Source: an optimization exercise on an open RTL-to-GDS flow (aim: a short achievable clock period and few clock cycles). Production flows keep margins and buffers that such runs may drop.
At most, simulation tests tie the RTL to the original design; equivalence was not proved.
The RTL of runs 4 and 5 was laid out without a check of its function.
Power is estimated from default activity; no workload was simulated.

===== flow/config.mk =====
export PLATFORM = sky130hd
export DESIGN_NAME = lc3b_pipeline
export DESIGN_NICKNAME = lc3b_pipeline
export VERILOG_FILES = /design/flow/design.v
export SDC_FILE = /design/flow/constraint.sdc
export NUM_CORES = 4
export LEC_CHECK = 0
export ABC_CLOCK_PERIOD_IN_PS = 2000
export CAP_MARGIN = 20
export CORE_MARGIN = 2
export CORE_UTILIZATION = 40
export SETUP_SLACK_MARGIN = 2.5
export SLEW_MARGIN = 20

===== flow/constraint.sdc =====
create_clock -name core_clock -period 4.5 [get_ports {clk}]
set_input_delay 0.9000 -clock core_clock [delete_from_list [all_inputs] [get_ports {clk}]]
set_output_delay 0.9000 -clock core_clock [all_outputs]
set_load 0.01 [all_outputs]

===== flow/design.v =====
package lc3b_pkg;
    typedef logic [15:0] lc3b_word;
    typedef logic [2:0] lc3b_reg;
    typedef logic [1:0] lc3b_mem_wmask;
    typedef logic [2:0] lc3b_nzp;
    typedef enum logic [3:0] {
        op_br  = 4'b0000,
        op_add = 4'b0001,
        op_ldb = 4'b0010,
        op_stb = 4'b0011,
        op_and = 4'b0101,
        op_ldr = 4'b0110,
        op_str = 4'b0111,
        op_not = 4'b1001
    } lc3b_opcode;
    typedef enum logic [1:0] {
        alu_add,
        alu_and,
        alu_not,
        alu_pass
    } lc3b_aluop;
endpackage
module lc3b_pipeline
#(
    parameter logic [15:0] RESET_PC = 16'h0000
)
(
    input  logic        clk,
    input  logic        rst,
    output logic        imem_read,
    output logic [15:0] imem_address,
    input  logic        imem_resp,
    input  logic [15:0] imem_rdata,
    output logic        dmem_read,
    output logic        dmem_write,
    output logic [15:0] dmem_address,
    output logic [15:0] dmem_wdata,
    output logic [1:0]  dmem_byte_enable,
    input  logic        dmem_resp,
    input  logic [15:0] dmem_rdata
);
    function automatic logic [15:0] carries(input logic [15:0] a, input logic [15:0] b);
        logic [15:0] g, p;
        g = a & b;
        p = a | b;
        for (int d = 1; d < 16; d = d * 2)
        begin
            for (int i = 15; i >= d; i--)
            begin
                g[i] = g[i] | (p[i] & g[i-d]);
                p[i] = p[i] & p[i-d];
            end
        end
        carries = {g[14:0], 1'b0};
    endfunction
    function automatic logic [9:0] carries_ci9(input logic [8:0] a, input logic [8:0] b);
        logic [8:0] g, p;
        g = a & b;
        p = a | b;
        g[0] = g[0] | p[0];
        for (int d = 1; d < 9; d = d * 2)
        begin
            for (int i = 8; i >= d; i--)
            begin
                g[i] = g[i] | (p[i] & g[i-d]);
                p[i] = p[i] & p[i-d];
            end
        end
        carries_ci9 = {g, 1'b1};
    endfunction
    function automatic logic [5:0] inc6(input logic [5:0] x);
        logic c;
        c = 1'b1;
        for (int i = 0; i < 6; i++)
        begin
            inc6[i] = x[i] ^ c;
            c = c & x[i];
        end
    endfunction
    function automatic logic [5:0] dec6(input logic [5:0] x);
        logic b;
        b = 1'b1;
        for (int i = 0; i < 6; i++)
        begin
            dec6[i] = x[i] ^ b;
            b = b & ~x[i];
        end
    endfunction
    function automatic logic sum_zero(input logic [15:0] a, input logic [15:0] b);
        logic [15:0] t, c;
        t = a ^ b;
        c = {a[14:0] | b[14:0], 1'b0};
        sum_zero = ~|(t ^ c);
    endfunction
    function automatic logic [2:0] flags(input logic [15:0] v);
        flags = v[15] ? 3'b100 : (v == 16'h0000) ? 3'b010 : 3'b001;
    endfunction
    logic [15:0] pc_f;
    logic        ird;
    logic        d_v;
    logic [15:0] d_ir;
    logic [15:0] d_pcn;
    logic [15:0] d_tgt;
    logic        d_cross;
    logic [15:0] d_imm;
    logic        d_add, d_and, d_not, d_ld, d_st, d_byte, d_br, d_wen, d_use1, d_use2, d_pred;
    logic        e_v;
    logic        e_add, e_and, e_not;
    logic [15:0] e_a, e_b, e_sd;
    logic [15:0] e_a_sh, e_b_sh;
    logic        e_fa, e_fb, e_fsd, e_lu;
    logic        e_wen, e_load, e_store, e_byte, e_br, e_pred;
    logic [2:0]  e_dest;
    logic [2:0]  e_nzp;
    logic [15:0] e_alt;
    logic        m_wen, m_load, m_store, m_byte, m_z;
    logic [2:0]  m_dest;
    logic [15:0] m_res;
    logic [15:0] m_addr;
    logic [15:0] m_wdata;
    logic [1:0]  m_be;
    logic [15:0] rf [8];
    logic [2:0]  cc;
    logic        stall_m;
    logic [15:0] ld_data;
    logic [15:0] m_val;
    assign dmem_read        = m_load;
    assign dmem_write       = m_store;
    assign dmem_address     = m_addr;
    assign dmem_wdata       = m_wdata;
    assign dmem_byte_enable = m_be;
    assign stall_m = (m_load | m_store) & ~dmem_resp;
    assign ld_data = !m_byte ? dmem_rdata :
                     m_addr[0] ? {8'h00, dmem_rdata[15:8]} : {8'h00, dmem_rdata[7:0]};
    assign m_val   = m_load ? ld_data : m_res;
    logic [15:0] op_a, op_b, cy, t, oth, x0, x1, alu, sd;
    logic        z_e;
    logic [2:0]  cc_e;
    logic        taken_e, e_redirect, e_hold, e_take;
    assign op_a = e_a;
    assign op_b = e_b;
    assign cy   = carries(op_a, op_b);
    assign t    = op_a ^ op_b;
    assign oth  = e_and ? (op_a & op_b) : ~op_a;
    assign x0   = e_add ? t : oth;
    assign x1   = e_add ? ~t : oth;
    assign alu  = (cy & x1) | (~cy & x0);
    assign z_e  = (e_add & sum_zero(op_a, op_b)) | (e_and & ~|(op_a & op_b)) | (e_not & (&op_a));
    assign sd   = e_fsd ? ld_data : e_sd;
    assign cc_e       = m_wen ? {m_res[15], m_z, ~m_res[15] & ~m_z} : cc;
    assign taken_e    = |(e_nzp & cc_e);
    assign e_redirect = e_v & e_br & ~e_lu & (taken_e ^ e_pred);
    assign e_hold = stall_m | e_lu;
    assign e_take = ~e_hold;
    logic [2:0]  s1, s2, s3, dd;
    logic [15:0] r1, r3, ra1, ra2, ra3, b_d;
    logic        d_redirect;
    logic        wl1, wl2, wl3, fa_d, fb_d, fsd_d;
    logic [15:0] a_d, b_dn;
    logic        d_go, d_free;
    assign s1 = d_ir[8:6];
    assign s2 = d_ir[2:0];
    assign s3 = d_ir[11:9];
    assign dd = d_ir[11:9];
    assign wl1 = m_load & (m_dest == s1);
    assign wl2 = m_load & (m_dest == s2);
    assign wl3 = m_load & (m_dest == s3);
    assign ra1 = (m_wen && m_dest == s1) ? m_res : rf[s1];
    assign ra2 = (m_wen && m_dest == s2) ? m_res : rf[s2];
    assign ra3 = (m_wen && m_dest == s3) ? m_res : rf[s3];
    assign r1  = wl1 ? ld_data : ra1;
    assign r3  = wl3 ? ld_data : ra3;
    assign b_d = (d_use2 & wl2) ? ld_data : d_use2 ? ra2 : d_imm;
    assign d_redirect = d_v & d_cross & ~e_redirect;
    assign fa_d   = e_wen & (e_dest == s1);
    assign fb_d   = d_use2 & e_wen & (e_dest == s2);
    assign fsd_d  = e_wen & (e_dest == s3);
    assign a_d    = fa_d ? alu : r1;
    assign b_dn   = fb_d ? alu : b_d;
    assign d_go   = d_v & e_take;
    assign d_free = ~d_v | e_take;
    logic [3:0]  f_op;
    logic [15:0] pcn_f, f_next;
    logic [8:0]  t_f;
    logic [9:0]  cy_f;
    logic [5:0]  hi_f, hi_inc, hi_dec;
    logic [15:0] tgt_f;
    logic        cross_f;
    logic [8:0]  lo0_f, lo1_f;
    logic [15:0] pc_alt;
    logic        pred_f, f_take;
    assign imem_read    = ird;
    assign imem_address = pc_f;
    assign f_op         = imem_rdata[15:12];
    assign pcn_f        = pc_f + 16'd2;
    assign cy_f         = carries_ci9(pc_f[9:1], imem_rdata[8:0]);
    assign t_f          = pc_f[9:1] ^ imem_rdata[8:0];
    assign cross_f      = cy_f[9] ^ imem_rdata[8];
    assign hi_inc       = inc6(pc_f[15:10]);
    assign hi_dec       = dec6(pc_f[15:10]);
    assign hi_f         = ~cross_f ? pc_f[15:10] : cy_f[9] ? hi_inc : hi_dec;
    assign tgt_f        = {hi_f, t_f ^ cy_f[8:0], pc_f[0]};
    assign lo0_f        = pred_f ? t_f : pcn_f[9:1];
    assign lo1_f        = pred_f ? ~t_f : pcn_f[9:1];
    assign f_next       = {pred_f ? pc_f[15:10] : pcn_f[15:10],
                           (cy_f[8:0] & lo1_f) | (~cy_f[8:0] & lo0_f), pc_f[0]};
    assign pc_alt       = e_redirect ? e_alt : d_redirect ? d_tgt : pc_f;
    assign pred_f       = (f_op == 4'b0000) & (imem_rdata[11:9] != 3'b000) &
                          (imem_rdata[8] | (imem_rdata[11:9] == 3'b111));
    assign f_take       = imem_resp & d_free & ~e_redirect & ~d_redirect;
    always_ff @(posedge clk)
    begin
        if (rst)
        begin
            pc_f <= RESET_PC;
            d_v  <= 1'b0;
        end
        else
        begin
            pc_f <= f_take ? f_next : pc_alt;
            if (d_free | e_redirect)
                d_v <= f_take;
        end
    end
    always_ff @(posedge clk)
    begin
        ird <= ~rst;
    end
    always_ff @(posedge clk)
    begin
        if (d_free)
        begin
            d_ir   <= imem_rdata;
            d_pcn  <= pcn_f;
            d_tgt  <= tgt_f;
            d_cross <= pred_f & cross_f;
            d_pred <= pred_f;
            d_add  <= (f_op == 4'b0001) | (f_op == 4'b0110) | (f_op == 4'b0010) |
                      (f_op == 4'b0111) | (f_op == 4'b0011);
            d_and  <= (f_op == 4'b0101);
            d_not  <= (f_op == 4'b1001);
            d_ld   <= (f_op == 4'b0110) | (f_op == 4'b0010);
            d_st   <= (f_op == 4'b0111) | (f_op == 4'b0011);
            d_byte <= (f_op == 4'b0010) | (f_op == 4'b0011);
            d_br   <= (f_op == 4'b0000);
            d_wen  <= (f_op == 4'b0001) | (f_op == 4'b0101) | (f_op == 4'b1001) |
                      (f_op == 4'b0110) | (f_op == 4'b0010);
            d_use1 <= (f_op == 4'b0001) | (f_op == 4'b0101) | (f_op == 4'b1001) |
                      (f_op == 4'b0110) | (f_op == 4'b0010) | (f_op == 4'b0111) | (f_op == 4'b0011);
            d_use2 <= ((f_op == 4'b0001) | (f_op == 4'b0101)) & ~imem_rdata[5];
            if ((f_op == 4'b0001) | (f_op == 4'b0101))
                d_imm <= {{11{imem_rdata[4]}}, imem_rdata[4:0]};
            else if ((f_op == 4'b0110) | (f_op == 4'b0111))
                d_imm <= {{9{imem_rdata[5]}}, imem_rdata[5:0], 1'b0};
            else
                d_imm <= {{10{imem_rdata[5]}}, imem_rdata[5:0]};
        end
    end
    always_ff @(posedge clk)
    begin
        if (rst)
        begin
            e_v     <= 1'b0;
            e_wen   <= 1'b0;
            e_load  <= 1'b0;
            e_store <= 1'b0;
            e_br    <= 1'b0;
            e_lu    <= 1'b0;
        end
        else if (e_take)
        begin
            if (d_v & ~e_redirect)
            begin
                e_v     <= 1'b1;
                e_wen   <= d_wen;
                e_load  <= d_ld;
                e_store <= d_st;
                e_br    <= d_br;
                e_lu    <= e_v & e_load &
                           ((d_use1 & (e_dest == s1)) | (d_use2 & (e_dest == s2)) | d_br);
            end
            else
            begin
                e_v     <= 1'b0;
                e_wen   <= 1'b0;
                e_load  <= 1'b0;
                e_store <= 1'b0;
                e_br    <= 1'b0;
                e_lu    <= 1'b0;
            end
        end
        else if (!stall_m)
        begin
            e_lu <= 1'b0;
        end
    end
    always_ff @(posedge clk)
    begin
        if (e_take)
        begin
            e_add  <= d_add;
            e_and  <= d_and;
            e_not  <= d_not;
            e_a_sh <= a_d;
            e_b_sh <= b_dn;
            e_sd   <= fsd_d ? alu : r3;
            e_fa   <= fa_d & e_load;
            e_fb   <= fb_d & e_load;
            e_fsd  <= fsd_d & e_load;
            e_byte <= d_byte;
            e_dest <= dd;
            e_nzp  <= d_ir[11:9];
            e_pred <= d_pred;
            e_alt  <= d_pred ? d_pcn : d_tgt;
        end
        else if (!stall_m)
        begin
            if (e_fsd) e_sd <= ld_data;
            e_fa  <= 1'b0;
            e_fb  <= 1'b0;
            e_fsd <= 1'b0;
        end
    end
    always_ff @(posedge clk)
    begin
        e_a <= e_take ? a_d  : (~stall_m & e_fa) ? ld_data : e_a_sh;
        e_b <= e_take ? b_dn : (~stall_m & e_fb) ? ld_data : e_b_sh;
    end
    always_ff @(posedge clk)
    begin
        if (rst)
        begin
            m_wen   <= 1'b0;
            m_load  <= 1'b0;
            m_store <= 1'b0;
        end
        else if (!stall_m)
        begin
            m_wen   <= e_wen & ~e_lu;
            m_load  <= e_load & ~e_lu;
            m_store <= e_store & ~e_lu;
        end
    end
    always_ff @(posedge clk)
    begin
        if (!stall_m)
        begin
            m_byte  <= e_byte;
            m_dest  <= e_dest;
            m_wdata <= e_byte ? {sd[7:0], sd[7:0]} : sd;
            m_be    <= e_byte ? ((op_a[0] ^ op_b[0]) ? 2'b10 : 2'b01) : 2'b11;
        end
        if (!stall_m & (e_load | e_store))
            m_addr <= alu;
    end
    always_ff @(posedge clk)
    begin
        m_res <= alu;
        m_z   <= z_e;
    end
    always_ff @(posedge clk)
    begin
        if (rst)
        begin
            for (int i = 0; i < 8; i++)
                rf[i] <= 16'h0000;
            cc <= 3'b000;
        end
        else if (m_wen)
        begin
            rf[m_dest] <= m_val;
            cc         <= m_load ? flags(ld_data) : {m_res[15], m_z, ~m_res[15] & ~m_z};
        end
    end
endmodule

===== flow/flow/run.sh =====
#!/bin/bash
# Standard layout; ports buffered with buf_4 instead of the smallest buffer,
# the resizer free to change a cell's footprint, and adders left to ABC as
# plain logic instead of full/half-adder cells.
set -euo pipefail
bash standard.sh "BUFFER_PORTS_ARGS=-buffer_cell sky130_fd_sc_hd__buf_4" MATCH_CELL_FOOTPRINT=0 ADDER_MAP_FILE= finish > make_finish.log 2>&1

===== flow/standard.sh =====
#!/bin/bash
# synth_recipe.tcl (not shown) runs the flow's synth.tcl, then flattens the netlist and writes it again
# the make line also repeats each setting of config.mk as NAME=value (left out here)
make -C /OpenROAD-flow-scripts/flow DESIGN_CONFIG=/design/flow/config.mk WORK_HOME=/design/flow/orfs CLKGATE_MAP_FILE= SYNTH_SCRIPT=/design/flow/synth_recipe.tcl "${@:-finish}"

==> impl_metrics.tcl, run 1 <==
set metrics [dict create \
    peakVddDrop_mv 0.247 \
    fmax_ghz 0.397 \
    first_pass_iters 7 \
    clock_latency_ns 0.61 \
    antenna_left 0 \
    grt_antenna_before_repair 0 \
    post-route-min-period_ns 2.52 \
    nets 2240 \
    path_class "flop to flop" \
    routed_wl_um 73100 \
    setup_ws_ns 1.98 \
    synth.area.mux_share_pct 16.1 \
    cts_tree "built" \
    synth-simple-area-share_pct 13.2 \
    tightest_slew_ns 1.09 \
    drv_slew 0 \
    p_leak_nw 10.8 \
    dp.cells 2618 \
    routed-via-count 18059 \
    cts-root-buf "clkbuf_16" \
    final_layout_size_suffix_gt1_share_pct 41.2 \
    final-hold-violation-count 0 \
    grt_pass1_vias 17903 \
    crit_path_end_kind "flop" \
    slew_headroom_pct 27.5 \
    drtIter0Drc 2141 \
    seq_area_mm2 0.0109 \
    multi_input_area_mm2 0.0122 \
    final_cells 2936 \
    setup-tns-final_ns 0 \
    min_period_over_period_pct 56.0 \
    final.setup_skew_ns 0.0264 \
    cts.path.max_buffers 3 \
    dieArea_mm2 0.0558 \
    std_cell_rows 85 \
    path_clk_slew_ns 0.07 \
    synth_top_family_by_area "multiplexers" \
    fp.dieW_um 236 \
    wl_per_cell_um 24.9 \
    synth_top_area_share_pct 41.8 \
    start_kind "flop" \
    pwr_density_cell_mw_per_mm2 359 \
    start_util_pct 40.2 \
    status "finished clean" \
    wl_met3_um 6370 \
    num-fill-cells 4460 \
    drc_errors 0 \
    synth_warnings 1 \
    cp.arrival_ns 3.05 \
    port_buffers 88 \
    numCtsBuffers 44 \
    dpl_worst_slack_ns 1.38 \
    stdcell_area_mm2 0.0289 \
    synth.avg_cell_area_um2 11.0 \
    yosysMostFrequentCell "edfxtp_1" \
    viasPerCell 6.15 \
    wl_met2_um 35100 \
    gp_congestion 0.944 \
    wl_met1_um 29000 \
    hold_class "flop to flop" \
    ys_top_cells_by_area "edfxtp_1 42%, mux4_2 10%, dfxtp_1 8.2%" \
    yosysTopAreaCell "edfxtp_1" \
    cts_sinks 388 \
    async_flop_share_pct 0 \
    area_delta_synth_final_pct 34.1 \
    drv_cap 0 \
    synth_commonest_cells "300 x edfxtp_1, 237 x nor2_1, 213 x nand2_1" \
    synth_fa_ha_area_share_pct 0.278 \
    hpwl_um 44100 \
    yosysSeqAreaShare_pct 49.9 \
    syn_area_mm2 0.0216 \
    cp_max_fo 4 \
    highest_layer "met4" \
    grt_usage_pct 25.4 \
    synth_compound_area_share_pct 13.5 \
    grt_overflow_total 0 \
    grt_pass1_wl_um 108000 \
    finalPower_mw 10.4 \
    rsz0062_at_grt "true" \
    num_io_pins 89 \
    ys_ff_latch 388 \
    die_h_um 236 \
    required_ns 5.03 \
    synth_cell_types 90 \
    placed_area_mm2 0.0232 \
    grt_max_degree 71 \
    num_antenna_cells 0 \
    synthXorXnorAreaFrac_pct 3.33 \
    core_mm2 0.0536 \
    synth_ff_type "edfxtp_1" \
    synth_edf_count 300 \
    htreeDepth 2 \
    netlist_instances 1969 \
    finalSetupViolCount 0 \
]
[state kept, by name, indices dropped and copies added, names as in the netlist, 2 cells and up, named ones only]
register	count
m_res	16
m_be	2
e_alt	16
e_a	16
d_imm	7
pc_f	16
e_dest	3
d_pcn	15
m_wdata	16
e_sd	16
e_b	16
m_addr	16
m_dest	3
e_b_sh	16
d_ir	9
d_tgt	16
rf	128
e_a_sh	16
cc	3
[through the flow]
stage | hold WS (ns) | util [%]
after floorplan | 0.400 | -
after global placement | 0.403 | 43.4
after detailed placement | 0.405 | 43.4
after CTS | 0.421 | 51.9
after global routing | 0.423 | 54.0
final | 0.421 | 54.0
[worst max-delay path, stage by stage, from the launching register on]
cell and delay, ns:
dfxtp_4 0.38, buf_4 0.12, buf_4 0.12, nor2b_1 0.06, o21a_2 0.24, or3_4 0.42, a31oi_4 0.26, a21boi_2 0.22
buf_6 0.13, nor3_1 0.05, a2111o_1 0.35, nor3_2 0.10
[timing repair]
item / in CTS / in global routing
cloned: 14 / 2
buffers inserted: 163 / 57
setup endpoints to repair: 439 / 367
hold buffers: 0 / 0
resized for setup: 380 / 150
pin swaps: 110 / 98
[routing by layer]
metal / up-vias / GRT usage [%]
li1: 7892 / -
met4: 0 / 9.57
met2: 952 / 41.7
met1: 9018 / 33.6
met5: - / 0
met3: 197 / 4.60
[cell families after synthesis]
logic type	count (synthesis)
compound gates	434
flops	388
simple gates	641
buf+inv	197
mux	221
fa+ha+maj	6
xor+xnor	82
[final cells by class]
class	instances	area share (%)
inverter	30	0.458
multi-input combinational	1397	42.1
clock inverter	24	1.05
tap	696	3.01
timing repair buffer	343	11.4
sequential	388	37.8
clock buffer	58	4.26
[power breakdown]
part	internal, mW	total [mW]	switching [mW]
logic	0.961	2.11	1.15
registers	4.16	4.44	0.280
clock network	2.21	3.82	1.62
total	7.33	10.4	3.05
[cell usage in the layout (no fill, tap or decap), types with 15 or more instances in the layout]
master       n
mux2i_4     15
mux2i_2     21
nor2_1     223
o21ai_2     23
clkbuf_16   48
edfxtp_1   300
a21oi_1     42
buf_6      101
xor2_1      26
mux2_2      29
nand2_2     25
xnor2_1     45
a21o_1      17
mux4_2      96
a21oi_2     28
nand2_1    170
mux2i_1     52
dfxtp_4     40
buf_4      212
a211oi_1    15
inv_1       17
o21ai_0     43
o21ai_1     49
nor3_1      20
o211ai_1    87
dfxtp_1     41
nand3_1     26
nand4_1     18
[final timing paths]
check	from	end	slack, ns	cells past startpoint
min reg2reg	d_not$_DFFE_PN_	e_not$_DFFE_PP_	0.42	0
max reg2reg	m_wen$_SDFFE_PP0N_	pc_f[9]$_SDFFE_PP0P_	1.98	11
min	d_not$_DFFE_PN_	e_not$_DFFE_PP_	0.42	0
max	m_wen$_SDFFE_PP0N_	pc_f[9]$_SDFFE_PP0P_	1.98	11
Testbench counts, summed over its fixed seeds: cycles 72,892.
==> inputs of run 2 (changes only) <==
--- a/flow/config.mk
+++ b/flow/config.mk
@@ -5,7 +5,7 @@
 export SDC_FILE = /design/flow/constraint.sdc
 export NUM_CORES = 4
 export LEC_CHECK = 0
-export ABC_CLOCK_PERIOD_IN_PS = 2000
+export ABC_CLOCK_PERIOD_IN_PS = 300
 export CAP_MARGIN = 20
 export CORE_MARGIN = 2
 export CORE_UTILIZATION = 40
==> impl_metrics.tcl, run 2 <==
set metrics [dict create \
    required_ns 5.03 \
    status "finished clean" \
    tightest_slew_ns 1.09 \
    cts_sinks 388 \
    peakVddDrop_mv 0.247 \
    dieArea_mm2 0.0558 \
    final_cells 2936 \
    synth_warnings 1 \
    synth_edf_count 300 \
    dpl_worst_slack_ns 1.38 \
    cp.arrival_ns 3.05 \
    async_flop_share_pct 0 \
    final_common_cell "edfxtp_1" \
    num-fill-cells 4460 \
    ys_top_cells_by_area "edfxtp_1 42%, mux4_2 10%, dfxtp_1 8.2%" \
    fp.dieW_um 236 \
    routed_wl_um 73100 \
    synth_commonest_cells "300 x edfxtp_1, 237 x nor2_1, 213 x nand2_1" \
    final-hold-violation-count 0 \
    die_h_um 236 \
    routed-via-count 18059 \
    final.setup_skew_ns 0.0264 \
    cp_max_fo 4 \
    synth.avg_cell_area_um2 11.0 \
    cts_tree "built" \
    start_util_pct 40.2 \
    synth_top_area_share_pct 41.8 \
    hp-start "d_not$_DFFE_PN_" \
    p_leak_nw 10.8 \
    drtIter0Drc 2141 \
    post-route-min-period_ns 2.52 \
    port_buffers 88 \
    grt_max_degree 71 \
    core_mm2 0.0536 \
    setup_ws_ns 1.98 \
    netlist_instances 1969 \
    ys_ff_latch 388 \
    r2r_slack_ns 1.98 \
    post-route-util_pct 54.0 \
    grt_usage_pct 25.4 \
    yosysMostFrequentCell "edfxtp_1" \
    drc_errors 0 \
    r2r_cells 11 \
    antenna_left 0 \
    whs_endpoint "e_not$_DFFE_PP_" \
    rsz0062_at_grt "true" \
    numCtsBuffers 44 \
    start_kind "flop" \
    synth_top_family_by_area "multiplexers" \
    path_clk_slew_ns 0.07 \
    hold_class "flop to flop" \
    final_layout_size_suffix_gt1_share_pct 41.2 \
    std_cell_rows 85 \
    synth-simple-area-share_pct 13.2 \
    synth_compound_area_share_pct 13.5 \
    synth_ff_type "edfxtp_1" \
    finalSetupViolCount 0 \
    hpwl_um 44100 \
    drv_slew 0 \
    mostFrequentLayoutCells "300 x edfxtp_1, 223 x nor2_1, 212 x buf_4, 170 x nand2_1, 101 x buf_6" \
    nets 2240 \
    yosysSeqAreaShare_pct 49.9 \
    clock_latency_ns 0.61 \
    htreeDepth 2 \
    fmax_ghz 0.397 \
    syn_area_mm2 0.0216 \
    path_class "flop to flop" \
    synth_fa_ha_area_share_pct 0.278 \
    num_antenna_cells 0 \
    crit_path_end_kind "flop" \
    yosysTopAreaCell "edfxtp_1" \
    drv_cap 0 \
    grt_overflow_total 0 \
    finalPower_mw 10.4 \
    synthXorXnorAreaFrac_pct 3.33 \
    wl_per_cell_um 24.9 \
    area_delta_synth_final_pct 34.1 \
    grt_antenna_before_repair 0 \
    setup-tns-final_ns 0 \
    largest_register_ffs 128 \
    num_io_pins 89 \
    r2r-start "m_wen$_SDFFE_PP0N_" \
    grt_pass1_wl_um 108000 \
    cts-root-buf "clkbuf_16" \
    grt_pass1_vias 17903 \
    gp_congestion 0.944 \
    synth_cell_types 90 \
    min_period_over_period_pct 56.0 \
    regMostFlops "rf" \
    synth.area.mux_share_pct 16.1 \
    whs_path_depth 0 \
    worstReg2RegEnd "pc_f[9]$_SDFFE_PP0P_" \
    slew_headroom_pct 27.5 \
    dp.cells 2618 \
    cts.path.max_buffers 3 \
    pwr_density_cell_mw_per_mm2 359 \
    viasPerCell 6.15 \
    first_pass_iters 7 \
]
run 2: cell counts in the layout (fill, tap and decap cells not counted):
No cell type changed its count.
run 2: worst max-delay path, cell delays in order, from the launching register on:
cell,delay [ns]
dfxtp_4,0.38
buf_4,0.12
buf_4,0.12
nor2b_1,0.06
o21a_2,0.24
or3_4,0.42
a31oi_4,0.26
a21boi_2,0.22
buf_6,0.13
nor3_1,0.05
a2111o_1,0.35
nor3_2,0.10
run 2: worst max path at each step:
stage / start / end
after global placement: imem_rdata[1] / d_tgt[15]$_DFFE_PN_
after CTS: m_wen$_SDFFE_PP0N_ / pc_f[9]$_SDFFE_PP0P_
after detailed placement: imem_rdata[1] / d_tgt[15]$_DFFE_PN_
after global routing: m_dest[0]$_DFFE_PN_ / e_b[5]$_DFF_P_
final: m_wen$_SDFFE_PP0N_ / pc_f[9]$_SDFFE_PP0P_
after floorplan: imem_rdata[0] / d_tgt[15]$_DFFE_PN_
run 2: through the flow:
step	area (um^2)	hold slack, ns
global route	28900	0.423
CTS	27800	0.421
finish	28900	0.421
detailed placement	23200	0.405
global placement	23200	0.403
floorplan	22500	0.400
run 2: kinds of logic (layout without fill, tap and decap cells):
| family | count (synthesis) | after routing |
|---|---|---|
| buf+inv | 197 | 455 |
| fa+ha+maj | 6 | 6 |
| compound gates | 434 | 434 |
| simple gates | 641 | 654 |
| mux | 221 | 221 |
| xor+xnor | 82 | 82 |
| flops | 388 | 388 |
run 2: final cells by class:
cell class	count	area, um^2	share of cell area [%]
multi-input cells	1397	12200	42.1
clock inverters	24	304	1.05
well taps	696	871	3.01
clock buffers	58	1230	4.26
inverters	30	133	0.458
repair buffers	343	3290	11.4
flip-flops and latches	388	10900	37.8
run 2: layer usage:
metal | share of wire, % | GRT usage (%) | vias to the layer above
met5 | 0 | 0 | -
met4 | 3.7 | 9.57 | 0
met3 | 8.7 | 4.60 | 197
met2 | 48 | 41.7 | 952
met1 | 40 | 33.6 | 9018
li1 | - | - | 7892
run 2: what timing repair did:
| action | 4_1_cts | 5_1_grt |
|---|---|---|
| gates cloned | 14 | 2 |
| setup buffers | 163 | 57 |
| endpoints found under the setup margin | 439 | 367 |
| hold buffers | 0 | 0 |
| pin swaps | 110 | 98 |
| gates resized for setup | 380 | 150 |
run 2: where the power goes:
group | leakage (nW) | internal (mW) | switching [mW]
sequential | 3.96 | 4.16 | 0.280
clock | 0.752 | 2.21 | 1.62
combinational | 6.09 | 0.961 | 1.15
total | 10.8 | 7.33 | 3.05
==> inputs of run 3 (changes only) <==
--- a/flow/config.mk
+++ b/flow/config.mk
@@ -5,9 +5,9 @@
 export SDC_FILE = /design/flow/constraint.sdc
 export NUM_CORES = 4
 export LEC_CHECK = 0
-export ABC_CLOCK_PERIOD_IN_PS = 300
+export ABC_CLOCK_PERIOD_IN_PS = 2000
 export CAP_MARGIN = 20
 export CORE_MARGIN = 2
 export CORE_UTILIZATION = 40
-export SETUP_SLACK_MARGIN = 2.5
+export SETUP_SLACK_MARGIN = 3.0
 export SLEW_MARGIN = 20
==> impl_metrics.tcl, run 3 <==
set metrics [dict create \
    crit_path_end_kind "flop" \
    first_pass_iters 5 \
    r2r-start "m_dest[2]$_DFFE_PN_" \
    final.setup_skew_ns 0.0245 \
    cp_max_fo 8 \
    clock_latency_ns 0.60 \
    grt_antenna_before_repair 0 \
    peakVddDrop_mv 0.264 \
    yosysTopAreaCell "edfxtp_1" \
    netlist_instances 1969 \
    regMostFlops "rf" \
    ys_ff_latch 388 \
    startpoint "m_dest[2]$_DFFE_PN_" \
    cts.path.max_buffers 3 \
    routed-via-count 19324 \
    htreeDepth 2 \
    start_kind "flop" \
    finalPower_mw 10.6 \
    grt_overflow_total 0 \
    synth_top_area_share_pct 41.8 \
    cp.arrival_ns 3.15 \
    final_common_cell "edfxtp_1" \
    synth_commonest_cells "300 x edfxtp_1, 237 x nor2_1, 213 x nand2_1" \
    drv_slew 0 \
    synth.avg_cell_area_um2 11.0 \
    path_class "flop to flop" \
    numCtsBuffers 43 \
    num-fill-cells 3993 \
    drc_errors 0 \
    p_leak_nw 12.3 \
    post-route-util_pct 60.5 \
    rsz0062_at_grt "true" \
    area_delta_synth_final_pct 50.4 \
    std_cell_rows 85 \
    synth_ff_type "edfxtp_1" \
    setup-tns-final_ns 0 \
    stdcell_area_mm2 0.0324 \
    post-route-min-period_ns 2.68 \
    wl_per_cell_um 27.0 \
    num_antenna_cells 0 \
    ys_top_cells_by_area "edfxtp_1 42%, mux4_2 10%, dfxtp_1 8.2%" \
    grt_pass1_vias 18492 \
    antenna_left 0 \
    async_flop_share_pct 0 \
    dp.cells 2616 \
    status "finished clean" \
    final_layout_size_suffix_gt1_share_pct 50.7 \
    path_clk_slew_ns 0.06 \
    syn_area_mm2 0.0216 \
    setup_ws_ns 1.82 \
    nets 2394 \
    gp_congestion 0.927 \
    slew_headroom_pct 36.6 \
    tightest_slew_ns 0.951 \
    drv_cap 0 \
    holdWs_ns 0.424 \
    mostFrequentLayoutCells "300 x edfxtp_1, 221 x buf_4, 166 x nand2_1, 160 x buf_6, 131 x nor2_1" \
    die_h_um 236 \
    fp.dieW_um 236 \
    finalSetupViolCount 0 \
    required_ns 4.97 \
    min_period_over_period_pct 59.6 \
    synth_cell_types 90 \
    pwr_density_cell_mw_per_mm2 326 \
    hold_buffers 0 \
    dpl_worst_slack_ns 1.26 \
    hold_class "flop to flop" \
    grt_pass1_wl_um 119000 \
    final_cells 3087 \
    hp-start "d_and$_DFFE_PN_" \
    fmax_ghz 0.373 \
    hpwl_um 44800 \
    grt_max_degree 44 \
    yosysMostFrequentCell "edfxtp_1" \
    cts_tree "built" \
    yosysSeqAreaShare_pct 49.9 \
    cts-root-buf "clkbuf_16" \
    routed_wl_um 83400 \
    start_util_pct 40.2 \
    port_buffers 88 \
    final-hold-violation-count 0 \
    grt_usage_pct 28.1 \
    placed_area_mm2 0.0238 \
    synth_warnings 1 \
    num_io_pins 89 \
    dieArea_mm2 0.0558 \
    synth_edf_count 300 \
    largest_register_ffs 128 \
    viasPerCell 6.26 \
    core_mm2 0.0536 \
    cts_sinks 388 \
    drtIter0Drc 2098 \
]
[run 3: cell counts after synthesis]
Identical to the previous run, type by type.
[run 3: metal layers]
layer | vias up | track usage, % | wire (um)
li1 | 8258 | - | -
met1 | 9648 | 36.8 | 31600
met2 | 1148 | 45.9 | 40000
met3 | 270 | 4.68 | 7150
met4 | 0 | 13.0 | 4720
met5 | - | 0 | 0
[run 3: final timing paths]
kind / cells after the start / to / slack [ns]
worst max-delay path: 7 / e_b[2]$_DFF_P_ / 1.82
worst min-delay path: 0 / e_and$_DFFE_PP_ / 0.42
worst max register to register: 7 / e_b[2]$_DFF_P_ / 1.82
worst min register to register: 0 / e_and$_DFFE_PP_ / 0.42
[run 3: kinds of logic after synthesis]
family	after synthesis	synth area share, %
buffers and inverters	197	3.67
AND/OR/NAND/NOR	641	13.2
multiplexers	221	16.1
flip-flops	388	49.9
AO/OA/AOI/OAI	434	13.5
XOR/XNOR	82	3.33
adder cells (fa/ha/maj)	6	0.278
[run 3: critical path, cell delays in order (launching register included)]
cell and delay (ns):
edfxtp_1 0.53, xor2_2 0.29, or4b_4 0.68, o211ai_1 0.43, o211ai_1 0.17, o21ai_1 0.14
o21ai_1 0.11, a21o_1 0.19
[run 3: final cells by class]
| cell class | instances | area (um^2) | share of cell area (%) |
|---|---|---|---|
| Clock inverter | 24 | 240 | 0.740 |
| Timing Repair inverter | 2 | 16.3 | 0.0501 |
| Multi-Input combinational cell | 1406 | 13500 | 41.5 |
| Tap cell | 696 | 871 | 2.68 |
| Inverter | 30 | 180 | 0.555 |
| Timing Repair Buffer | 487 | 5590 | 17.2 |
| Clock buffer | 54 | 1150 | 3.54 |
| Sequential cell | 388 | 10900 | 33.7 |
[run 3: where the power goes]
part | switching [mW] | internal [mW]
registers | 0.298 | 4.16
clock network | 1.54 | 2.05
logic | 1.35 | 1.18
[run 3: what timing repair did]
item / CTS / global route
pin swaps: 133 / 142
resized for setup: 514 / 311
setup buffers: 266 / 76
endpoints found under the hold margin: 0 / 0
cloned: 42 / 9
endpoints found under the setup margin: 669 / 617
==> inputs of run 4 (changes only) <==
--- a/flow/design.v
+++ b/flow/design.v
@@ -108,6 +108,7 @@
     logic        e_add, e_and, e_not;
     logic [15:0] e_a, e_b, e_sd;
     logic [15:0] e_a_sh, e_b_sh;
+    logic [15:0] hold_a, hold_b, ya0, ya1, yb0, yb1;
     logic        e_fa, e_fb, e_fsd, e_lu;
     logic        e_wen, e_load, e_store, e_byte, e_br, e_pred;
     logic [2:0]  e_dest;
@@ -116,9 +117,9 @@
     logic        m_wen, m_load, m_store, m_byte, m_z;
     logic [2:0]  m_dest;
     logic [15:0] m_res;
-    logic [15:0] m_addr;
-    logic [15:0] m_wdata;
-    logic [1:0]  m_be;
+    logic [15:0] m_addr, m_addr_sh;
+    logic [15:0] m_wdata, m_wdata_sh, wd_e;
+    logic [1:0]  m_be, m_be_sh, be_e;
     logic [15:0] rf [8];
     logic [2:0]  cc;
     logic        stall_m;
@@ -131,7 +132,7 @@
     assign dmem_byte_enable = m_be;
     assign stall_m = (m_load | m_store) & ~dmem_resp;
     assign ld_data = !m_byte ? dmem_rdata :
-                     m_addr[0] ? {8'h00, dmem_rdata[15:8]} : {8'h00, dmem_rdata[7:0]};
+                     m_addr_sh[0] ? {8'h00, dmem_rdata[15:8]} : {8'h00, dmem_rdata[7:0]};
     assign m_val   = m_load ? ld_data : m_res;
     logic [15:0] op_a, op_b, cy, t, oth, x0, x1, alu, sd;
     logic        z_e;
@@ -321,10 +322,16 @@
             e_fsd <= 1'b0;
         end
     end
+    assign hold_a = (~stall_m & e_fa) ? ld_data : e_a_sh;
+    assign hold_b = (~stall_m & e_fb) ? ld_data : e_b_sh;
+    assign ya0    = e_take ? (fa_d ? x0 : r1)  : hold_a;
+    assign ya1    = e_take ? (fa_d ? x1 : r1)  : hold_a;
+    assign yb0    = e_take ? (fb_d ? x0 : b_d) : hold_b;
+    assign yb1    = e_take ? (fb_d ? x1 : b_d) : hold_b;
     always_ff @(posedge clk)
     begin
-        e_a <= e_take ? a_d  : (~stall_m & e_fa) ? ld_data : e_a_sh;
-        e_b <= e_take ? b_dn : (~stall_m & e_fb) ? ld_data : e_b_sh;
+        e_a <= (cy & ya1) | (~cy & ya0);
+        e_b <= (cy & yb1) | (~cy & yb0);
     end
     always_ff @(posedge clk)
     begin
@@ -347,11 +354,19 @@
         begin
             m_byte  <= e_byte;
             m_dest  <= e_dest;
-            m_wdata <= e_byte ? {sd[7:0], sd[7:0]} : sd;
-            m_be    <= e_byte ? ((op_a[0] ^ op_b[0]) ? 2'b10 : 2'b01) : 2'b11;
+            m_wdata_sh <= wd_e;
+            m_be_sh    <= be_e;
         end
         if (!stall_m & (e_load | e_store))
-            m_addr <= alu;
+            m_addr_sh <= alu;
+    end
+    assign wd_e = e_byte ? {sd[7:0], sd[7:0]} : sd;
+    assign be_e = e_byte ? ((op_a[0] ^ op_b[0]) ? 2'b10 : 2'b01) : 2'b11;
+    always_ff @(posedge clk)
+    begin
+        m_wdata <= ~stall_m ? wd_e : m_wdata_sh;
+        m_be    <= ~stall_m ? be_e : m_be_sh;
+        m_addr  <= (~stall_m & (e_load | e_store)) ? alu : m_addr_sh;
     end
     always_ff @(posedge clk)
     begin
==> flow/flow/run.sh (replaced) <==
#!/bin/bash
# Standard layout; ports buffered with buf_4 instead of the smallest buffer,
# and the resizer free to change a cell's footprint.
set -euo pipefail
bash standard.sh "BUFFER_PORTS_ARGS=-buffer_cell sky130_fd_sc_hd__buf_4" MATCH_CELL_FOOTPRINT=0 finish > make_finish.log 2>&1
--- a/flow/config.mk
+++ b/flow/config.mk
@@ -9,5 +9,5 @@
 export CAP_MARGIN = 20
 export CORE_MARGIN = 2
 export CORE_UTILIZATION = 40
-export SETUP_SLACK_MARGIN = 3.0
+export SETUP_SLACK_MARGIN = 2.5
 export SLEW_MARGIN = 20
==> impl_metrics.tcl, run 4 <==
set metrics [dict create \
    synth_top_area_share_pct 40.3 \
    yosysTopAreaCell "edfxtp_1" \
    r2r_cells 9 \
    critPathMaxStageDelay_ns 0.53 \
    fp.dieW_um 240 \
    hold_class "flop to flop" \
    synth_warnings 1 \
    ys_top_cells_by_area "edfxtp_1 40%, mux4_2 9.7%, dfxtp_1 9.3%" \
    grt_antenna_before_repair 2 \
    drc_errors 0 \
    cts_tree "built" \
    synth_cell_types 80 \
    drtIter0Drc 2444 \
    cp.arrival_ns 2.95 \
    clock_latency_ns 0.60 \
    routed_wl_um 83700 \
    hpwl_um 50800 \
    hold_buffers 0 \
    start_util_pct 40.5 \
    status "finished clean" \
    grt_pass1_vias 18307 \
    setup-tns-final_ns 0 \
    yosysSeqAreaShare_pct 49.6 \
    grt_overflow_total 0 \
    slew_headroom_pct 25.3 \
    synth.avg_cell_area_um2 10.9 \
    regMostFlops "rf" \
    crit_path_end_kind "flop" \
    synth_edf_count 300 \
    final-hold-violation-count 0 \
    std_cell_rows 86 \
    viasPerCell 6.12 \
    cpMaxStageDelayCell "or4_4" \
    post-route-util_pct 56.7 \
    fmax_ghz 0.391 \
    final_layout_size_suffix_gt1_share_pct 44.5 \
    peakVddDrop_mv 0.259 \
    ys_ff_latch 404 \
    tightest_slew_ns 1.12 \
    final.setup_skew_ns 0.0293 \
    final_common_cell "edfxtp_1" \
    grt_usage_pct 27.8 \
    nets 2471 \
    num_io_pins 89 \
    mostFrequentLayoutCells "300 x edfxtp_1, 274 x buf_4, 259 x nor2_1, 122 x nand2_1, 99 x buf_6" \
    start_kind "flop" \
    required_ns 4.89 \
    synth_commonest_cells "300 x edfxtp_1, 274 x nor2_1, 145 x nand2_1" \
    cts_sinks 404 \
    drv_slew 0 \
    core_mm2 0.0552 \
    grt_pass1_wl_um 119000 \
    num-fill-cells 4383 \
    p_leak_nw 11.7 \
    first_pass_iters 9 \
    min_period_over_period_pct 56.8 \
    routed-via-count 19396 \
    dieArea_mm2 0.0578 \
    dpl_worst_slack_ns 1.48 \
    synth_ff_type "edfxtp_1" \
    setup_ws_ns 1.94 \
    numCtsBuffers 46 \
    cp_cell_sequence "inv_4, ha_4, or4_4, or4b_4, a21oi_4, or4_4, a31oi_4, buf_12, a222oi_1" \
    syn_area_mm2 0.0224 \
    die_h_um 240 \
    whs_path_depth 0 \
    cp_max_fo 7 \
    yosysMostFrequentCell "edfxtp_1" \
    path_clk_slew_ns 0.06 \
    cp_common_cell "or4_4" \
    finalPower_mw 11.3 \
    netlist_instances 2043 \
    antenna_left 0 \
    holdWs_ns 0.418 \
    drv_cap 0 \
    grt_max_degree 70 \
    gp_congestion 0.972 \
    async_flop_share_pct 0 \
    cts.path.max_buffers 3 \
    pwr_density_cell_mw_per_mm2 362 \
    wl_per_cell_um 26.4 \
    cts-root-buf "clkbuf_16" \
    area_delta_synth_final_pct 40.1 \
    post-route-min-period_ns 2.56 \
    htreeDepth 2 \
    path_class "flop to flop" \
    finalSetupViolCount 0 \
    port_buffers 88 \
    rsz0062_at_grt "true" \
    largest_register_ffs 128 \
]
run 4: changes by cell type in the layout (fill, tap and decap cells not counted), moves of 45 or more:
cell | before | now
buf_4 | 221 | 274
buf_6 | 160 | 99
inv_1 | 12 | 57
nor2_4 | 74 | 6
o211ai_1 | 87 | 10
nor2_1 | 131 | 259
a21oi_1 | 36 | 90
run 4: per-stage QoR:
step	instance area, um^2	cells
floorplan	23600	2043
global placement	24600	2785
detailed placement	24600	2785
CTS	29500	3071
global route	31300	3169
finish	31300	3170
run 4: final cells by class:
type | count | area, um^2 | area share [%]
timing repair buffer | 410 | 3880 | 12.4
clock buffer | 65 | 1350 | 4.30
sequential | 404 | 11200 | 35.9
clock inverter | 18 | 175 | 0.560
inverter | 96 | 458 | 1.46
multi-input combinational | 1421 | 13200 | 42.2
antenna | 3 | 7.51 | 0.0240
timing repair inverter | 5 | 43.8 | 0.140
tap | 748 | 936 | 2.99
run 4: cells by family after synthesis:
logic type,count (synthesis),share of synthesized area (%)
buffers and inverters,224,3.98
multiplexers,220,15.5
adder cells (fa/ha/maj),51,2.89
XOR/XNOR,66,2.59
flip-flops,404,49.6
AO/OA/AOI/OAI,449,12.5
AND/OR/NAND/NOR,629,12.9
run 4: metal layers:
metal	wire length, um	vias to the layer above	track usage [%]
met4	5400	0	13.8
met1	31500	9608	35.2
met5	0	-	0
li1	-	8352	-
met2	39300	1128	45.7
met3	7370	308	5.25
run 4: path summary, 6_finish.rpt:
| kind | from | end | slack (ns) |
|---|---|---|---|
| hold reg to reg | d_and$_DFFE_PN_ | e_and$_DFFE_PP_ | 0.42 |
| hold / removal | d_and$_DFFE_PN_ | e_and$_DFFE_PP_ | 0.42 |
| setup reg to reg | e_a[10]$_DFF_P_ | e_sd[15]$_DFFE_PP_ | 1.94 |
| setup / recovery | e_a[10]$_DFF_P_ | e_sd[15]$_DFFE_PP_ | 1.94 |
run 4: power by group:
part           internal, mW  total (mW)  switching (mW)
Combinational          1.34        2.86            1.52
Sequential             4.35        4.64           0.293
Clock                  2.25        3.84            1.59
run 4: critical path, delay by kind of cell, from the launching register on:
| kind | cells | cell delay [ns] |
|---|---|---|
| AND/OR/NAND/NOR | 3 | 1.19 |
| AO/OA/AOI/OAI | 3 | 0.45 |
| flip-flops | 1 | 0.35 |
| buffers and inverters | 2 | 0.22 |
| adder cells (fa/ha/maj) | 1 | 0.16 |
run 4: repair_timing:
action                                  in CTS  in global routing
setup buffers                              193                 92
gates resized for setup                    386                233
endpoints found under the setup margin     434                325
pin swaps                                   97                140
cloned                                      10                  4
==> inputs of run 5 (changes only) <==
--- a/flow/design.v
+++ b/flow/design.v
@@ -20,6 +20,63 @@
         alu_pass
     } lc3b_aluop;
 endpackage
+module lc3b_carry9
+(
+    input  logic [8:0] a,
+    input  logic [8:0] b,
+    output logic [9:0] cy
+);
+    logic [8:0] g [5];
+    logic [8:0] p [5];
+    assign g[0] = (a & b) | {8'd0, a[0] | b[0]};
+    assign p[0] = a | b;
+    for (genvar l = 1; l < 5; l++)
+    begin : level
+        for (genvar i = 0; i < 9; i++)
+        begin : bit_
+            if (i >= (1 << (l - 1)))
+            begin : merge
+                assign g[l][i] = g[l-1][i] | (p[l-1][i] & g[l-1][i - (1 << (l - 1))]);
+                assign p[l][i] = p[l-1][i] & p[l-1][i - (1 << (l - 1))];
+            end
+            else
+            begin : pass
+                assign g[l][i] = g[l-1][i];
+                assign p[l][i] = p[l-1][i];
+            end
+        end
+    end
+    assign cy = {g[4], 1'b1};
+endmodule
+module lc3b_carry16
+(
+    input  logic [15:0] a,
+    input  logic [15:0] b,
+    input  logic       ci,
+    output logic [16:0] cy
+);
+    logic [15:0] g [5];
+    logic [15:0] p [5];
+    assign g[0] = (a & b) | {15'd0, (a[0] | b[0]) & ci};
+    assign p[0] = a | b;
+    for (genvar l = 1; l < 5; l++)
+    begin : level
+        for (genvar i = 0; i < 16; i++)
+        begin : bit_
+            if (i >= (1 << (l - 1)))
+            begin : merge
+                assign g[l][i] = g[l-1][i] | (p[l-1][i] & g[l-1][i - (1 << (l - 1))]);
+                assign p[l][i] = p[l-1][i] & p[l-1][i - (1 << (l - 1))];
+            end
+            else
+            begin : pass
+                assign g[l][i] = g[l-1][i];
+                assign p[l][i] = p[l-1][i];
+            end
+        end
+    end
+    assign cy = {g[4], ci};
+endmodule
 module lc3b_pipeline
 #(
     parameter logic [15:0] RESET_PC = 16'h0000
@@ -108,7 +165,6 @@
     logic        e_add, e_and, e_not;
     logic [15:0] e_a, e_b, e_sd;
     logic [15:0] e_a_sh, e_b_sh;
-    logic [15:0] hold_a, hold_b, ya0, ya1, yb0, yb1;
     logic        e_fa, e_fb, e_fsd, e_lu;
     logic        e_wen, e_load, e_store, e_byte, e_br, e_pred;
     logic [2:0]  e_dest;
@@ -117,9 +173,9 @@
     logic        m_wen, m_load, m_store, m_byte, m_z;
     logic [2:0]  m_dest;
     logic [15:0] m_res;
-    logic [15:0] m_addr, m_addr_sh;
-    logic [15:0] m_wdata, m_wdata_sh, wd_e;
-    logic [1:0]  m_be, m_be_sh, be_e;
+    logic [15:0] m_addr;
+    logic [15:0] m_wdata;
+    logic [1:0]  m_be;
     logic [15:0] rf [8];
     logic [2:0]  cc;
     logic        stall_m;
@@ -132,7 +188,7 @@
     assign dmem_byte_enable = m_be;
     assign stall_m = (m_load | m_store) & ~dmem_resp;
     assign ld_data = !m_byte ? dmem_rdata :
-                     m_addr_sh[0] ? {8'h00, dmem_rdata[15:8]} : {8'h00, dmem_rdata[7:0]};
+                     m_addr[0] ? {8'h00, dmem_rdata[15:8]} : {8'h00, dmem_rdata[7:0]};
     assign m_val   = m_load ? ld_data : m_res;
     logic [15:0] op_a, op_b, cy, t, oth, x0, x1, alu, sd;
     logic        z_e;
@@ -140,7 +196,9 @@
     logic        taken_e, e_redirect, e_hold, e_take;
     assign op_a = e_a;
     assign op_b = e_b;
-    assign cy   = carries(op_a, op_b);
+    logic [16:0] cy17;
+    lc3b_carry16 u_cy (.a(op_a), .b(op_b), .ci(1'b0), .cy(cy17));
+    assign cy   = cy17[15:0];
     assign t    = op_a ^ op_b;
     assign oth  = e_and ? (op_a & op_b) : ~op_a;
     assign x0   = e_add ? t : oth;
@@ -194,7 +252,7 @@
     assign imem_address = pc_f;
     assign f_op         = imem_rdata[15:12];
     assign pcn_f        = pc_f + 16'd2;
-    assign cy_f         = carries_ci9(pc_f[9:1], imem_rdata[8:0]);
+    lc3b_carry9 u_cy_f (.a(pc_f[9:1]), .b(imem_rdata[8:0]), .cy(cy_f));
     assign t_f          = pc_f[9:1] ^ imem_rdata[8:0];
     assign cross_f      = cy_f[9] ^ imem_rdata[8];
     assign hi_inc       = inc6(pc_f[15:10]);
@@ -322,16 +380,10 @@
             e_fsd <= 1'b0;
         end
     end
-    assign hold_a = (~stall_m & e_fa) ? ld_data : e_a_sh;
-    assign hold_b = (~stall_m & e_fb) ? ld_data : e_b_sh;
-    assign ya0    = e_take ? (fa_d ? x0 : r1)  : hold_a;
-    assign ya1    = e_take ? (fa_d ? x1 : r1)  : hold_a;
-    assign yb0    = e_take ? (fb_d ? x0 : b_d) : hold_b;
-    assign yb1    = e_take ? (fb_d ? x1 : b_d) : hold_b;
     always_ff @(posedge clk)
     begin
-        e_a <= (cy & ya1) | (~cy & ya0);
-        e_b <= (cy & yb1) | (~cy & yb0);
+        e_a <= e_take ? a_d  : (~stall_m & e_fa) ? ld_data : e_a_sh;
+        e_b <= e_take ? b_dn : (~stall_m & e_fb) ? ld_data : e_b_sh;
     end
     always_ff @(posedge clk)
     begin
@@ -354,19 +406,11 @@
         begin
             m_byte  <= e_byte;
             m_dest  <= e_dest;
-            m_wdata_sh <= wd_e;
-            m_be_sh    <= be_e;
+            m_wdata <= e_byte ? {sd[7:0], sd[7:0]} : sd;
+            m_be    <= e_byte ? ((op_a[0] ^ op_b[0]) ? 2'b10 : 2'b01) : 2'b11;
         end
         if (!stall_m & (e_load | e_store))
-            m_addr_sh <= alu;
-    end
-    assign wd_e = e_byte ? {sd[7:0], sd[7:0]} : sd;
-    assign be_e = e_byte ? ((op_a[0] ^ op_b[0]) ? 2'b10 : 2'b01) : 2'b11;
-    always_ff @(posedge clk)
-    begin
-        m_wdata <= ~stall_m ? wd_e : m_wdata_sh;
-        m_be    <= ~stall_m ? be_e : m_be_sh;
-        m_addr  <= (~stall_m & (e_load | e_store)) ? alu : m_addr_sh;
+            m_addr <= alu;
     end
     always_ff @(posedge clk)
     begin
==> flow/flow/run.sh (replaced) <==
#!/bin/bash
# Standard layout; ports buffered with buf_4 instead of the smallest buffer,
# the resizer free to change a cell's footprint, and adders left to ABC as
# plain logic instead of full/half-adder cells.
set -euo pipefail
bash standard.sh "BUFFER_PORTS_ARGS=-buffer_cell sky130_fd_sc_hd__buf_4" MATCH_CELL_FOOTPRINT=0 ADDER_MAP_FILE= finish > make_finish.log 2>&1
--- a/flow/config.mk
+++ b/flow/config.mk
@@ -11,3 +11,5 @@
 export CORE_UTILIZATION = 40
 export SETUP_SLACK_MARGIN = 2.5
 export SLEW_MARGIN = 20
+export SYNTH_HIERARCHICAL = 1
+export SYNTH_MINIMUM_KEEP_SIZE = 0
==> impl_metrics.tcl, run 5 <==
set metrics [dict create \
    stdcell_area_mm2 0.0277 \
    worstSetupEndpoint "e_sd[13]$_DFFE_PP_" \
    mostFrequentLayoutCells "300 x edfxtp_1, 239 x nor2_1, 191 x buf_4, 114 x nand2_1, 96 x mux4_2" \
    final_cells 2822 \
    slew_headroom_pct 38.3 \
    min_period_over_period_pct 69.5 \
    cts-root-buf "clkbuf_16" \
    fmax_ghz 0.320 \
    gp_congestion 0.948 \
    first_pass_iters 6 \
    regMostFlops "rf" \
    antenna_left 0 \
    cp_max_fo 4 \
    num_io_pins 89 \
    synth.avg_cell_area_um2 11.2 \
    die_h_um 236 \
    wl_per_cell_um 25.8 \
    rsz0062_at_grt "true" \
    drv_slew 0 \
    post-route-min-period_ns 3.13 \
    drc_errors 0 \
    viasPerCell 6.19 \
    path_class "flop to flop" \
    start_util_pct 40.7 \
    pwr_density_cell_mw_per_mm2 352 \
    core_mm2 0.0528 \
    cts.path.max_buffers 3 \
    seq_area_mm2 0.0109 \
    finalPower_mw 9.76 \
    grt_overflow_total 0 \
    placed_area_mm2 0.0230 \
    grt_max_degree 44 \
    final.setup_skew_ns 0.0392 \
    hold_class "flop to flop" \
    grt_pass1_wl_um 108000 \
    drtIter0Drc 2141 \
    syn_area_mm2 0.0215 \
    r2r_cells 11 \
    setup_ws_ns 1.37 \
    r2r_slack_ns 1.37 \
    num-fill-cells 4431 \
    post-route-util_pct 52.6 \
    grt_antenna_before_repair 0 \
    area_delta_synth_final_pct 29.2 \
    dp.cells 2572 \
    crit_path_end_kind "flop" \
    numCtsBuffers 40 \
    final-hold-violation-count 0 \
    finalSetupViolCount 0 \
    synth_warnings 13 \
    routed_wl_um 72800 \
    grt_pass1_vias 16820 \
    port_buffers 88 \
    worstReg2RegEnd "e_sd[13]$_DFFE_PP_" \
    multi_input_area_mm2 0.0117 \
    htreeDepth 2 \
    peakVddDrop_mv 0.235 \
    cts_tree "built" \
    fp.dieW_um 236 \
    routed-via-count 17455 \
    final_layout_size_suffix_gt1_share_pct 37.5 \
    setup-tns-final_ns 0 \
    holdWs_ns 0.423 \
    startpoint "e_b[0]$_DFF_P_" \
    nets 2139 \
    required_ns 4.83 \
    final_common_cell "edfxtp_1" \
    dieArea_mm2 0.0555 \
    hpwl_um 45000 \
    netlist_instances 1913 \
    status "finished clean" \
    dpl_worst_slack_ns 1.24 \
    cp.arrival_ns 3.46 \
    start_kind "flop" \
    grt_usage_pct 25.5 \
    r2r-start "e_b[0]$_DFF_P_" \
    path_clk_slew_ns 0.06 \
    cts_sinks 388 \
    std_cell_rows 84 \
    largest_register_ffs 128 \
    clock_latency_ns 0.57 \
    num_antenna_cells 0 \
    drv_cap 0 \
    p_leak_nw 9.97 \
    tightest_slew_ns 0.920 \
]
==> run 5: cell count changes in the layout (fill, tap and decap cells not counted), sizes merged, moves of 17 or more <==
cell	delta
o21ai	-28
mux2i	-27
inv	-62
xnor2	+45
o211ai	+18
buf	-132
a21oi	-36
a211oi	+17
ha	-50
nor2b	+24
==> run 5: how the worst min path moves through the flow <==
stage | startpoint | end | slack, ns | cells after the start
floorplan | d_add$_DFFE_PN_ | e_add$_DFFE_PP_ | 0.40 | 0
global placement | d_and$_DFFE_PN_ | e_and$_DFFE_PP_ | 0.40 | 0
detailed placement | d_byte$_DFFE_PN_ | e_byte$_DFFE_PP_ | 0.40 | 0
CTS | d_byte$_DFFE_PN_ | e_byte$_DFFE_PP_ | 0.42 | 0
global route | d_byte$_DFFE_PN_ | e_byte$_DFFE_PP_ | 0.44 | 0
finish | d_byte$_DFFE_PN_ | e_byte$_DFFE_PP_ | 0.42 | 0
==> run 5: cell type report <==
class	count	share of cell area, %
Clock inverter	21	0.821
Timing Repair Buffer	283	9.92
Clock buffer	52	4.03
Multi-Input combinational cell	1355	42.2
Inverter	35	0.645
Tap cell	688	3.10
Sequential cell	388	39.3
==> run 5: power by group <==
group | internal [mW] | switching [mW]
Clock | 2.00 | 1.48
Sequential | 4.14 | 0.278
Combinational | 0.852 | 1.02
==> run 5: timing repair <==
item,in CTS,in global routing
cloned,17,0
gates resized for setup,286,117
endpoints found under the setup margin,505,286
pin swaps,90,53
setup buffers,109,51
hold buffers,0,0
==> run 5: metal layers <==
metal / global-route usage [%] / vias to the layer above / routed length, um
met4: 10.2 / 0 / 2960
met5: 0 / - / 0
met1: 35.4 / 8697 / 29700
met2: 40.6 / 967 / 34100
li1: - / 7628 / -
met3: 3.13 / 163 / 6000
==> run 5: worst max-delay path, stage by stage (launching register included) <==
cell and delay (ns):
dfxtp_4 0.34, maj3_2 0.33, o21ai_4 0.18, a311oi_4 0.17, o311ai_4 0.29, nand3_2 0.12, maj3_2 0.32, maj3_2 0.34
xnor2_2 0.17, a21oi_2 0.11, buf_4 0.16, a222oi_1 0.36

[separate check: timing with driven ports]
In the flow no input, the clock included, has a driving cell. The finished layouts below were timed again as built, in two steps. Step 1 assumes that a clkbuf_16 drives the clock port and a buf_2 every other input. Step 2, shift: input delay + t, output delay - t, t = (earliest + latest rising clock arrival at the registers) / 2. This alone moves slack from input paths to output paths. Slacks: ideal ports / drivers / drivers and shift; pairs: ideal ports / drivers.
| run | t (ns) | setup slack, ns | worst hold slack (ns) |
|---|---|---|---|
| run 1 | 0.661 | 1.978 / 1.978 / 1.399 | 0.421 / 0.421 / 0.421 |
| run 2 | 0.661 | 1.978 / 1.978 / 1.399 | 0.421 / 0.421 / 0.421 |
| run 3 | 0.647 | 1.820 / 1.820 / 1.344 | 0.424 / 0.424 / 0.424 |
| run 4 | 0.641 | 1.944 / 1.944 / 1.586 | 0.418 / 0.418 / 0.418 |
| run 5 | 0.614 | 1.374 / 1.374 / 1.374 | 0.423 / 0.423 / 0.423 |
After both steps every run listed still meets setup and hold.
